Source: an optimization exercise on an open RTL-to-GDS flow (aim: small area). Production flows keep margins and buffers that such runs may drop.
Only simulation tests tie the RTL to the original design; equivalence was not proved.
Power and IR drop assume default switching activity.

`design/flow/config.mk`:
```
export PLATFORM = sky130hd
export DESIGN_NAME = baby_store_loader
export DESIGN_NICKNAME = baby_store_loader
export VERILOG_FILES = /design/flow/design.v
export SDC_FILE = /design/flow/constraint.sdc
export NUM_CORES = 4
export LEC_CHECK = 0
export CAP_MARGIN = 20
export CORE_MARGIN = 2
export CORE_UTILIZATION = 75
export GPL_TIMING_DRIVEN = 0
export SETUP_SLACK_MARGIN = 0.15
export SLEW_MARGIN = 20
export SYNTH_HIERARCHICAL = 1
```
`design/flow/constraint.sdc`:
```
create_clock -name core_clock -period 6.0 [get_ports {fpgaGlobalClock}]
set_input_delay 1.2000 -clock core_clock [delete_from_list [all_inputs] [get_ports {fpgaGlobalClock}]]
set_output_delay 1.2000 -clock core_clock [all_outputs]
set_load 0.01 [all_outputs]
```
`design/flow/design.v`:
```
module baby_store_loader (
   input  logic        fpgaGlobalClock,
   input  logic        reset_i,
   input  logic [4:0]  cpu_addr_i,
   input  logic [31:0] cpu_data_i,
   input  logic        cpu_rw_en_i,
   output logic [31:0] cpu_data_o,
   input  logic        stop_lamp_i,
   output logic        cpu_hold_o,
   input  logic        ld_start_i,
   input  logic        ld_valid_i,
   input  logic [7:0]  ld_byte_i,
   output logic        ld_ready_o,
   output logic        load_done_o,
   input  logic        dump_start_i,
   output logic        dump_valid_o,
   output logic [7:0]  dump_byte_o,
   input  logic        dump_ready_i
);
   logic        load_q;      
   logic        hold_q;      
   logic        hold_d;
   logic        aidle_q;     
   logic        dump_s;      
   logic        dvalid_q;    
   logic        done_q;      
   logic [6:0]  pos_q;       
   logic [23:0] buf_q;       
   logic        idle_s;
   logic        dump_trig_s;
   logic        ld_acc_s;    
   logic        dp_hs_s;     
   logic        dp_fetch_s;  
   logic        dp_end_s;    
   logic        last_s;      
   logic        zero_s;      
   logic        we_s;        
   logic [4:0]  addr_s;
   logic [31:0] sel_s;       
   logic [31:0] wen_s;       
   logic [3:0]  pa_s;        
   logic [7:0]  pb_s;        
   logic [31:0] wdata_s;
   logic [31:0] rd_s;
   logic [31:0] mem_q [32];
   logic stop_low_q;
   always_ff @(posedge fpgaGlobalClock or negedge reset_i) begin
      if (!reset_i) stop_low_q <= 1'b0;
      else          stop_low_q <= ~stop_lamp_i;
   end
   assign dump_trig_s = dump_start_i | (stop_lamp_i & stop_low_q);
   assign idle_s   = ~hold_q;
   assign dump_s   = hold_q & ~load_q;
   assign ld_acc_s = load_q & ld_valid_i & ~ld_start_i;
   assign dp_hs_s  = dvalid_q & dump_ready_i;
   assign last_s   = &pos_q;
   assign zero_s   = ~|pos_q;
   assign dp_fetch_s = dump_s & (~dvalid_q | (dump_ready_i & ~zero_s));
   assign dp_end_s   = dp_hs_s & zero_s;
   assign hold_d = idle_s ? (ld_start_i | dump_trig_s)
                          : ~((ld_acc_s & last_s) | dp_end_s);
   always_ff @(posedge fpgaGlobalClock or negedge reset_i) begin
      if (!reset_i) aidle_q <= 1'b1;
      else          aidle_q <= ~hold_d;
   end
   always_ff @(posedge fpgaGlobalClock or negedge reset_i) begin
      if (!reset_i) begin
         load_q   <= 1'b0;
         hold_q   <= 1'b0;
         dvalid_q <= 1'b0;
         done_q   <= 1'b0;
         pos_q    <= 7'd0;
      end else begin
         done_q <= ld_acc_s & last_s;
         hold_q <= hold_d;
         if (idle_s) load_q <= ld_start_i;
         if (ld_acc_s & last_s) load_q <= 1'b0;
         if (dump_s) dvalid_q <= ~dp_end_s;
         if (load_q & ld_start_i) pos_q <= 7'd0;
         else if (ld_acc_s | dp_fetch_s) pos_q <= pos_q + 7'd1;
      end
   end
   always_ff @(posedge fpgaGlobalClock) begin
      if (dp_fetch_s) begin
         buf_q[7:0] <= rd_s[{pos_q[1:0], 3'b000} +: 8];
      end else if (ld_acc_s) begin
         case (pos_q[1:0])
            2'd0:    buf_q[7:0]   <= ld_byte_i;
            2'd1:    buf_q[15:8]  <= ld_byte_i;
            2'd2:    buf_q[23:16] <= ld_byte_i;
            default: ;
         endcase
      end
   end
   assign addr_s = (cpu_addr_i & {5{aidle_q}}) | pos_q[6:2];
   always_comb begin
      for (int i = 0; i < 4; i++) pa_s[i] = (addr_s[1:0] == 2'(i));
      for (int j = 0; j < 8; j++) pb_s[j] = (addr_s[4:2] == 3'(j));
   end
   for (genvar w = 0; w < 32; w++) begin : g_dec
      bsl_and2 u_sel (.a (pa_s[w % 4]), .b (pb_s[w / 4]), .y (sel_s[w]));
      bsl_and3 u_wen (.a (pa_s[w % 4]), .b (pb_s[w / 4]), .c (we_s), .y (wen_s[w]));
   end
   assign we_s    = (idle_s & cpu_rw_en_i) | (ld_acc_s & (&pos_q[1:0]));
   assign wdata_s = idle_s ? cpu_data_i : {ld_byte_i, buf_q};
   always_ff @(posedge fpgaGlobalClock) begin
      for (int w = 0; w < 32; w++) begin
         if (wen_s[w]) mem_q[w] <= wdata_s;
      end
   end
   logic [9:0]  rdn_s [32];
   logic [31:0] rd_hi_s;
   for (genvar b = 0; b < 32; b++) begin : g_rd
      for (genvar g = 0; g < 10; g++) begin : g_grp
         bsl_aoi222 u_aoi (
            .a0 (mem_q[3*g][b]),   .s0 (sel_s[3*g]),
            .a1 (mem_q[3*g+1][b]), .s1 (sel_s[3*g+1]),
            .a2 (mem_q[3*g+2][b]), .s2 (sel_s[3*g+2]),
            .y  (rdn_s[b][g])
         );
      end
      bsl_ao22 u_ao (
         .a0 (mem_q[30][b]), .s0 (sel_s[30]),
         .a1 (mem_q[31][b]), .s1 (sel_s[31]),
         .y  (rd_hi_s[b])
      );
      assign rd_s[b] = ~&rdn_s[b][9:0] | rd_hi_s[b];
   end
   assign cpu_data_o   = idle_s ? rd_s : 32'd0;
   assign dump_byte_o  = buf_q[7:0];
   assign cpu_hold_o   = ~idle_s;
   assign ld_ready_o   = load_q;
   assign load_done_o  = done_q;
   assign dump_valid_o = dvalid_q;
endmodule
module bsl_aoi222 (
   input  logic a0, s0, a1, s1, a2, s2,
   output logic y
);
   assign y = ~((a0 & s0) | (a1 & s1) | (a2 & s2));
endmodule
module bsl_ao22 (
   input  logic a0, s0, a1, s1,
   output logic y
);
   assign y = (a0 & s0) | (a1 & s1);
endmodule
module bsl_and2 (
   input  logic a, b,
   output logic y
);
   assign y = a & b;
endmodule
module bsl_and3 (
   input  logic a, b, c,
   output logic y
);
   assign y = a & b & c;
endmodule
```
`design/flow/flow/run.sh`:
```
#!/bin/bash
# Layout flow: the standard ORFS flow (standard.sh). Synthesis runs
# unchanged; the layout steps then run with these choices, passed to ORFS
# through its own variables:
#   * synthesis's buffers are removed before global placement (flow/rmbuf.tcl)
#   * port buffers are buf_1 instead of ORFS's default pick
#   * the platform's don't-use list also holds the big data buffers
#     (buf_6 and up, bufbuf_*), so fanout and slew repair uses buf_4 and below
#   * before the placement repair, the store's word-line drivers are given
#     x4 (read select) or x2 (write enable) drive (flow/presize.tcl)
#   * clock tree synthesis runs without dummy loads, with clkbuf_8 only
#     and a chosen sink clustering
# ORFS writes each tool's output to its own log under orfs/logs; the make
# output of synthesis and of the layout steps goes to synth.log and flow.log.
set -euo pipefail
bash standard.sh synth > synth.log 2>&1
DU=$(make -s -C "$FLOW_HOME" DESIGN_CONFIG="$PWD/config.mk" WORK_HOME="$PWD/orfs" print-DONT_USE_CELLS 2> dont_use.log | sed -n 's/^DONT_USE_CELLS: //p')
[[ -n "$DU" ]]
DU="$DU sky130_fd_sc_hd__buf_6 sky130_fd_sc_hd__buf_8 sky130_fd_sc_hd__buf_12 sky130_fd_sc_hd__buf_16 sky130_fd_sc_hd__bufbuf_8 sky130_fd_sc_hd__bufbuf_16"
echo "$DU" > dont_use.txt
export PRE_GLOBAL_PLACE_TCL="$PWD/flow/rmbuf.tcl"
export PRE_RESIZE_TCL="$PWD/flow/presize.tcl"
export BUFFER_PORTS_ARGS="-buffer_cell sky130_fd_sc_hd__buf_1"
export CTS_ARGS="-sink_clustering_enable -repair_clock_nets -dont_use_dummy_load -sink_clustering_size 18 -sink_clustering_max_diameter 55 -buf_list {sky130_fd_sc_hd__clkbuf_8}"
bash standard.sh "DONT_USE_CELLS=$DU" finish > flow.log 2>&1
```
`design/flow/flow/presize.tcl`:
```
# Runs before ORFS's repair_design (PRE_RESIZE_TCL). Each store word line
# (the decoder's final AND gate, modules bsl_and2 and bsl_and3) drives a
# whole row of 32 cells spread over the array; give those gates enough drive
# up front so the repair does not split the lines with extra buffers: x4 for
# the read selects (on the core's read path), x2 for the write enables.
set n_up 0
foreach inst [[ord::get_db_block] getInsts] {
  set m [[$inst getMaster] getName]
  if {$m eq "sky130_fd_sc_hd__and2_1" || $m eq "sky130_fd_sc_hd__and2_0"} {
    set to sky130_fd_sc_hd__and2_4
  } elseif {$m eq "sky130_fd_sc_hd__and3_1"} {
    set to sky130_fd_sc_hd__and3_2
  } else {
    continue
  }
  set out ""
  foreach it [$inst getITerms] {
    if {[$it isOutputSignal] && [$it getNet] ne "NULL"} { set out [[$it getNet] getName] }
  }
  if {[string match "g_dec*u_sel.y" $out] || [string match "g_dec*u_wen.y" $out]} {
    replace_cell [get_cells [$inst getName]] $to
    incr n_up
  }
}
puts "presize: upsized $n_up word-line drivers"
```
`design/flow/flow/rmbuf.tcl`:
```
# Runs at the start of global placement (PRE_GLOBAL_PLACE_TCL), before the
# ports are buffered: remove the buffers synthesis inserted, as ORFS itself
# does when GPL_TIMING_DRIVEN is set, and leave fanout and slew to the
# placement repair.
remove_buffers
```
`design/flow/standard.sh`:
```
#!/bin/bash
# synth_recipe.tcl (not shown) runs the flow's synth.tcl, then flattens the netlist and writes it again
# the make line also repeats each setting of config.mk as NAME=value (left out here)
make -C /OpenROAD-flow-scripts/flow DESIGN_CONFIG=/design/flow/config.mk WORK_HOME=/design/flow/orfs CLKGATE_MAP_FILE= SYNTH_SCRIPT=/design/flow/synth_recipe.tcl "${@:-finish}"
```
==> metrics.md, run 1 <==
| Metric | Value |
|---|---|
| Outcome | `complete, no violations` |
| Initial Util | `0.7570` |
| Worst Clk Skew | `0.06019 ns` |
| Max stage delay on crit path | `0.88 ns` |
| Initial antenna violation count | `4` |
| Synth Register Bits | `1061` |
| Gr usage total | `0.3827` |
| Num rows | `82` |
| Crit path cell chain | `buf_1 -> a21oi_1 -> nor2b_1 -> and2_4 -> a222oi_1 -> nand4_1 -> nor3_1 -> nor2_1 -> buf_1` |
| Syn Area/Cell | `20.99 sq um` |
| Root buffer cell | `clkbuf_8` |
| Leak pwr | `12.19 nW` |
| Mapped Nets | `1863` |
| Drt first pass iters | `14` |
| Synthesized area | `37900 sq um` |
| I/O Buffers | `96` |
| Crit path arrival time | `4.33 ns` |
| Core area | `50070 sq um` |
| Hold Crit Class | `input port to async pin` |
| Grt met1 use | `0.5361` |
| Worst slew pin tran | `1.178 ns` |
| WP data required | `4.80 ns` |
| Minimum clock period | `5.530 ns` |
| Total CTS buffers | `69` |
| Max Slew Vio Count | `0` |
| CTS max path bufs | `3` |
| Clock transition at path regs | `0.11 ns` |
| Die width | `228.8 microns` |
| Highest clock rate | `180.8 MHz` |
| Placed insts | `2554` |
| Number of distinct library cells after synthesis | `43` |
| Iter 0 DRT Violations | `4993` |
| # hold bufs at CTS | `0` |
| Slew Limit Headroom | `0.2147` |
| Switch Pwr | `4.991 mW` |
| Busiest metal layer after global routing | `met2` |
| Synth Warn # | `10` |
| Wire per inst | `37.81 microns` |
| Die area | `52350 sq um` |
| # nets final | `2010` |
| Global route overflow | `0` |
| WS Path Type | `input port to primary output` |
| Worst-skew pair later-pin latency | `0.70 ns` |
| Setup crit end kind | `primary output` |
| Max VDD drop | `0.0002937 V` |
| DRC viols | `0` |
| First-pass GRT wire length | `141000 microns` |
| Largest net degree at the start of global routing | `40` |
| Detailed placement HPWL | `51910 microns` |
| Switching fraction of total power | `0.3129` |
| Via-to-Cell Ratio | `8.112` |
| Most common cell on crit path | `buf_1` |
| Final GP Congestion | `0.7953` |
| Routed Wire Length | `99340 microns` |
| Max-cap violations | `0` |
| Sum of buffers and inverters on the critical path | `2` |
| Cell Int Power | `10.96 mW` |
| Clock sink count | `1061` |
| Post-CTS Setup Bufs | `0` |
| CP max-delay cell | `nor2b_1` |
| Commonest cells after routing, fill and taps aside | `1048 x edfxtp_1, 320 x a222oi_1, 96 x buf_1, 69 x clkbuf_8, 41 x nor2_1` |
| # IOs | `97` |
| Met3 usage | `0.1272` |
| Logic pwr share | `0.232` |
| CP startpoint kind | `input port` |
| Met2 Usage GRT | `0.5691` |
| Pwr dens | `397.7 nW/um^2` |
| Final setup viols | `0` |
| Hold Worst Slack | `0.5472 ns` |
| Area growth syn-to-layout | `5.820%` |
| Post-synthesis cell count | `1806` |
| Vias in the first global route | `21060` |
| DR vias | `21310` |
| Non-filler cells, final | `2627` |
| Design Area, Final | `40110 sq um` |
| H-tree depth | `3` |
| Post_cts resized | `0` |
| Overall power | `15.95 mW` |
| DRT antenna net count | `0` |
| Share of post-route cells with drive strength above 1 | `0.09431` |
| Period utilization | `0.9216` |
| Cell Area, Placed | `39120 sq um` |
| CTS tree | `built` |
| Flop pwr share | `0.576` |
| Commonest non-fill, non-tap cell in the layout | `edfxtp_1` |
| RSZ-0062 raised after global routing | `no` |
| Clock Power Share | `0.192` |
| Final hold viol count | `0` |
| Cell family with most CP delay | `simple AND/OR/NAND/NOR gates` |
| Post-synthesis sequential area ratio | `0.8389` |
| CP Max Fanout | `32` |
| Die Ht | `228.8 microns` |
-- cell usage after synthesis, drive strengths merged --
cell	count	area share
and2b	1	0.00020
clkbuf	8	0.00079
nand4b	32	0.0074
o211ai	2	0.00076
and3	34	0.0056
nor4b	1	0.00023
and2	34	0.0056
a21o	1	0.00020
dfrtp	12	0.0079
o22ai	1	0.00017
o21a	3	0.00059
o21ai	19	0.0025
nor2b	3	0.00050
a211o	1	0.00023
mux2	32	0.0095
dfstp	1	0.00069
mux2i	3	0.00079
nor4	1	0.00017
buf	13	0.0024
nor3	36	0.0048
and3b	1	0.00023
a21oi	7	0.00092
nand2	23	0.0025
a32o	3	0.00079
or3b	1	0.00023
ha	4	0.0013
nand3	34	0.0045
o211a	1	0.00026
nand2b	5	0.00083
nand4	33	0.0054
mux4	8	0.0048
nor2	41	0.0041
inv	6	0.00059
a222oi	320	0.085
edfxtp	1048	0.83
or4b	1	0.00036
a22o	32	0.0074
-- modules after synthesis, one instance, submodules excluded --
| module | times used | area (sq um) |
|---|---|---|
| bsl_and2 | 32 | 6.256 |
| bsl_ao22 | 32 | 8.758 |
| bsl_aoi222 | 320 | 10.01 |
| bsl_and3 | 32 | 6.256 |
| baby_store_loader | 1 | 34020 |
-- cells by family (layout without fill, tap and decap cells) --
kind of cell	count (synthesis)	after routing	synth area share
AOI/OAI and AO/OA	390	390	0.09834
adders and majority gates	4	4	0.001321
buffers and inverters	27	172	0.003763
DFF	1061	1061	0.8389
muxes	43	43	0.01505
other	0	4	0
and+or+nand+nor	281	281	0.04259
-- worst paths after layout --
| kind | slack [ns] | depth (start not counted) | startpoint | endpoint |
|---|---|---|---|---|
| max | 0.47 | 9 | cpu_addr_i[1] | cpu_data_o[14] |
| min reg2reg | 0.61 | 2 | dvalid_q | dvalid_q |
| max in group asynchronous | 4.88 | 1 | reset_i | hold_q |
| min | 0.55 | 1 | reset_i | pos_q[5] |
| min in group core_clock | 0.61 | 2 | dvalid_q | dvalid_q |
| max reg2reg | 1.85 | 8 | pos_q[3] | buf_q[1] |
-- per-stage QoR --
stage	utilization	TNS, ns	worst slack (ns)
floorplan	-	0	1.607
global placement	0.7786	-2.695	-0.2022
detailed placement	0.7814	0	0.6962
CTS	0.8004	0	0.6821
global route	0.8009	0	0.4078
finish	0.8011	0	0.4703
-- flip-flops by register name, indices dropped and copies added, names as in the netlist --
signal      count
mem_q        1024
buf_q          24
pos_q           7
aidle_q         1
done_q          1
dvalid_q        1
hold_q          1
load_q          1
stop_low_q      1
-- cell type report --
cell class              instances  area [sq um]
diodes                          4         10.01
well taps                     672         840.8
inverters                       6         22.52
fillers                      2533          9961
multi-input cells             718          6116
clock buffers                  69         949.7
repair buffers                 97         367.9
flip-flops and latches       1061         31800
-- power groups by stage --
stage,logic [mW],registers [mW],clock network (mW)
finish,3.70,9.18,3.06
global route,3.84,9.20,3.31
CTS,3.54,9.18,3.06
detailed placement,3.53,9.35,0
global placement,3.36,9.37,0
floorplan,1.91,9.26,0
-- layer usage --
metal	wire length, microns	vias to the layer above
met2	45710	1959
met3	16760	235
met1	33290	10660
met5	0	-
li1	-	8454
met4	3576	0
==> inputs of run 2 (changes only) <==
--- a/design/flow/flow/run.sh
+++ b/design/flow/flow/run.sh
@@ -7,7 +7,7 @@
 #   * the platform's don't-use list also holds the big data buffers
 #     (buf_6 and up, bufbuf_*), so fanout and slew repair uses buf_4 and below
 #   * before the placement repair, the store's word-line drivers are given
-#     x4 (read select) or x2 (write enable) drive (flow/presize.tcl)
+#     x2 drive (flow/presize.tcl)
 #   * clock tree synthesis runs without dummy loads, with clkbuf_8 only
 #     and a chosen sink clustering
 # ORFS writes each tool's output to its own log under orfs/logs; the make
@@ -21,5 +21,5 @@
 export PRE_GLOBAL_PLACE_TCL="$PWD/flow/rmbuf.tcl"
 export PRE_RESIZE_TCL="$PWD/flow/presize.tcl"
 export BUFFER_PORTS_ARGS="-buffer_cell sky130_fd_sc_hd__buf_1"
-export CTS_ARGS="-sink_clustering_enable -repair_clock_nets -dont_use_dummy_load -sink_clustering_size 18 -sink_clustering_max_diameter 55 -buf_list {sky130_fd_sc_hd__clkbuf_8}"
+export CTS_ARGS="-sink_clustering_enable -repair_clock_nets -dont_use_dummy_load -sink_clustering_size 18 -sink_clustering_max_diameter 50 -buf_list {sky130_fd_sc_hd__clkbuf_8}"
 bash standard.sh "DONT_USE_CELLS=$DU" finish > flow.log 2>&1
--- a/design/flow/flow/presize.tcl
+++ b/design/flow/flow/presize.tcl
@@ -1,13 +1,12 @@
 # Runs before ORFS's repair_design (PRE_RESIZE_TCL). Each store word line
 # (the decoder's final AND gate, modules bsl_and2 and bsl_and3) drives a
 # whole row of 32 cells spread over the array; give those gates enough drive
-# up front so the repair does not split the lines with extra buffers: x4 for
-# the read selects (on the core's read path), x2 for the write enables.
+# up front so the repair does not split the lines with extra buffers: x2.
 set n_up 0
 foreach inst [[ord::get_db_block] getInsts] {
   set m [[$inst getMaster] getName]
   if {$m eq "sky130_fd_sc_hd__and2_1" || $m eq "sky130_fd_sc_hd__and2_0"} {
-    set to sky130_fd_sc_hd__and2_4
+    set to sky130_fd_sc_hd__and2_2
   } elseif {$m eq "sky130_fd_sc_hd__and3_1"} {
     set to sky130_fd_sc_hd__and3_2
   } else {
==> run 2 against run 1 <==
Compared with the run above: still clean on timing, DRC and antenna; non-clock buffer count did not move; global-route usage is 0.070 points lower; hold slack improved by 0.053 ns; highest routed layer is now met5.
==> metrics.md, run 2 <==
| Metric | Value |
|---|---|
| Outcome | `complete, no violations` |
| Synth Warn # | `10` |
| Max-cap violations | `0` |
| Area growth syn-to-layout | `5.833%` |
| Cell family with most CP delay | `simple AND/OR/NAND/NOR gates` |
| Overall power | `16.04 mW` |
| Die width | `228.8 microns` |
| Worst slew pin tran | `1.223 ns` |
| Most numerous cell in the Yosys netlist | `edfxtp_1` |
| # hold bufs at CTS | `0` |
| Core area | `50070 sq um` |
| Final setup margin | `0.2853 ns` |
| Sum of buffers and inverters on the critical path | `2` |
| Vias in the first global route | `21060` |
| Post-CTS Setup Bufs | `0` |
| # IOs | `97` |
| CTS tree | `built` |
| # nets final | `2014` |
| Biggest regs | `mem_q (1024), buf_q (24), pos_q (7)` |
| Synthesized area | `37900 sq um` |
| First-pass GRT wire length | `140600 microns` |
| Synth Register Bits | `1061` |
| Post-synth top cells | `1048 x edfxtp_1, 320 x a222oi_1, 41 x nor2_1, 36 x nor3_1` |
| Max VDD drop | `0.0003502 V` |
| Die area | `52350 sq um` |
| Period utilization | `0.9524` |
| Die Ht | `228.8 microns` |
| Commonest non-fill, non-tap cell in the layout | `edfxtp_1` |
| DRT antenna net count | `0` |
| Wire per inst | `37.87 microns` |
| Largest area contributor in the synthesized netlist | `edfxtp_1` |
| Setup crit end kind | `primary output` |
| Top reg by flops | `mem_q` |
| H-tree depth | `3` |
| DR vias | `21450` |
| Crit path arrival time | `4.51 ns` |
| Max Slew Vio Count | `0` |
| Final GP Congestion | `0.7953` |
| Top post-synthesis cells by area | `edfxtp_1 83%, a222oi_1 8.5%, mux2_2 0.95%` |
| Initial antenna violation count | `4` |
| Hold Crit Class | `input port to async pin` |
| CP max-delay cell | `and2_2` |
| Pre-CTS WS | `0.1628 ns` |
| I/O Buffers | `96` |
| Via-to-Cell Ratio | `8.162` |
| Post-synthesis cell count | `1806` |
| CTS max path bufs | `3` |
| Leak pwr | `12.20 nW` |
| RSZ-0062 raised after global routing | `no` |
| Total CTS buffers | `73` |
| Root buffer cell | `clkbuf_8` |
| Pwr dens | `399.8 nW/um^2` |
| Detailed placement HPWL | `52050 microns` |
| Num rows | `82` |
| Number of synthesized flops with an enable pin | `1048` |
| Post-synthesis sequential area ratio | `0.8389` |
| Max reg flops | `1024` |
| DRC viols | `0` |
| Clock sink count | `1061` |
| Most common cell on crit path | `buf_1` |
| Final hold viol count | `0` |
| Slew Limit Headroom | `0.1847` |
| Iter 0 DRT Violations | `5109` |
| Clock transition at path regs | `0.08 ns` |
| Commonest cells after routing, fill and taps aside | `1048 x edfxtp_1, 320 x a222oi_1, 96 x buf_1, 73 x clkbuf_8, 41 x nor2_1` |
| Number of distinct library cells after synthesis | `43` |
| Post-Route Utilization | `0.8012` |
| Post-synth top flop | `edfxtp_1` |
| Post-synth top area share | `0.8303` |
| Routed Wire Length | `99520 microns` |
| Gr usage total | `0.3820` |
| Crit path cell chain | `buf_1 -> a21oi_1 -> nor2b_1 -> and2_2 -> a222oi_1 -> nand4_1 -> nor3_1 -> nor2_1 -> buf_1` |
| CP startpoint kind | `input port` |
| Post-synthesis async set-or-reset flop share | `0.01225` |
| Max stage delay on crit path | `0.95 ns` |
| Syn Area/Cell | `20.99 sq um` |
| Initial Util | `0.7570` |
| Post_cts resized | `0` |
| Share of post-route cells with drive strength above 1 | `0.09565` |
| CP Max Fanout | `32` |
| WS Path Type | `input port to primary output` |
| Largest net degree at the start of global routing | `40` |
| Worst Clk Skew | `0.06378 ns` |
| Worst-skew pair later-pin latency | `0.69 ns` |
| Global route overflow | `0` |
| Highest clock rate | `175.0 MHz` |
| Final setup viols | `0` |
| WP data required | `4.80 ns` |
| Minimum clock period | `5.715 ns` |
| Drt first pass iters | `9` |
| Mapped Nets | `1863` |
-- run 2: cell counts after synthesis --
Identical to the previous run, type by type.
-- run 2: worst register-to-register path, stage by stage, from the launching register on --
cell      delay (ns)
dfstp_2         0.61
a21oi_1         0.16
nor3_1          0.72
and2_2          0.96
a222oi_1        0.27
nand4_1         0.38
nor3_1          0.26
mux4_2          0.64
o21ai_0         0.21
-- run 2: final timing paths --
kind	slack, ns	cells after the start	endpoint	start
max	0.29	9	cpu_data_o[14]	cpu_addr_i[1]
min	0.60	1	dvalid_q	reset_i
max reg2reg	1.67	8	buf_q[1]	aidle_q
min reg2reg	0.61	2	dvalid_q	dvalid_q
max in group asynchronous	4.79	1	hold_q	reset_i
min in group core_clock	0.61	2	dvalid_q	dvalid_q
-- run 2: cell type report --
cell class	instances	area [sq um]
clock buffers	73	1005
flip-flops and latches	1061	31800
well taps	672	840.8
inverters	6	22.52
multi-input cells	718	6073
repair buffers	97	367.9
diodes	1	2.502
fillers	2559	9956
-- run 2: stage by stage --
| step | TNS [ns] | cell area (sq um) | hold WS, ns | instances |
|---|---|---|---|---|
| after floorplan | 0 | 37900 | 0.4973 | 1806 |
| after global placement | -2.695 | 38980 | 0.5801 | 2553 |
| after detailed placement | 0 | 39080 | 0.5932 | 2554 |
| after CTS | 0 | 40080 | 0.5697 | 2627 |
| after global routing | 0 | 40110 | 0.6355 | 2627 |
| final | 0 | 40110 | 0.6001 | 2628 |
-- run 2: Yosys stat by module (local to each module, per instance) --
module	cell area, sq um	flip-flops and latches	copies in the design
baby_store_loader	34020	1061	1
bsl_and2	6.256	0	32
bsl_and3	6.256	0	32
bsl_ao22	8.758	0	32
bsl_aoi222	10.01	0	320
-- run 2: cell families (layout without fill, tap and decap cells) --
logic type	Yosys count	in the layout	share of synthesized area
mux	43	43	0.01505
fa+ha+maj	4	4	0.001321
other cells	0	1	0
flops	1061	1061	0.8389
simple gates	281	281	0.04259
compound gates	390	390	0.09834
buf+inv	27	176	0.003763
-- run 2: per-layer routing --
metal	wire length [microns]	vias to the layer above	global-route usage
met1	33250	10660	0.5397
met5	13	-	0
li1	-	8459	-
met4	3669	2	0.1498
met2	45180	2071	0.5729
met3	17410	253	0.1206
-- run 2: where the power goes --
group,switching (mW),internal (mW),total [mW]
clock network,2.05,1.10,3.15
logic,2.86,0.843,3.70
registers,0.119,9.06,9.18

-- re-timing with driven ports --
Ports are ideal in the flow. The routed layouts listed here were re-timed in OpenROAD. Step 1 (the two cells are an assumption about what drives the block):
set clk [get_ports {fpgaGlobalClock}]
set_driving_cell -lib_cell sky130_fd_sc_hd__clkbuf_16 $clk
set_driving_cell -lib_cell sky130_fd_sc_hd__buf_2 [delete_from_list [all_inputs] $clk]
Step 2 moves the port delays by t, midway between the first and last clock arrival at a register: inputs arrive t later, outputs are due t later. That takes back most of the time a late clock gives input paths. Three values: no drivers, after step 1, after step 2; two values: the first two.
| run | shift t [ns] | setup WS [ns] | worst register clock-pin slew, ns | worst data-port slew with drivers (ns) |
|---|---|---|---|---|
| run 1 | 0.727 | 0.470 / 0.436 / 0.436 | 0.11 / 0.11 | 0.13 |
| run 2 | 0.715 | 0.285 / 0.249 / 0.249 | 0.11 / 0.11 | 0.13 |
After both steps setup and hold are still met in every run listed. For run 2, which loses most, drivers alone change the setup slack by -0.036 ns; drivers and shift together by -0.036 ns.
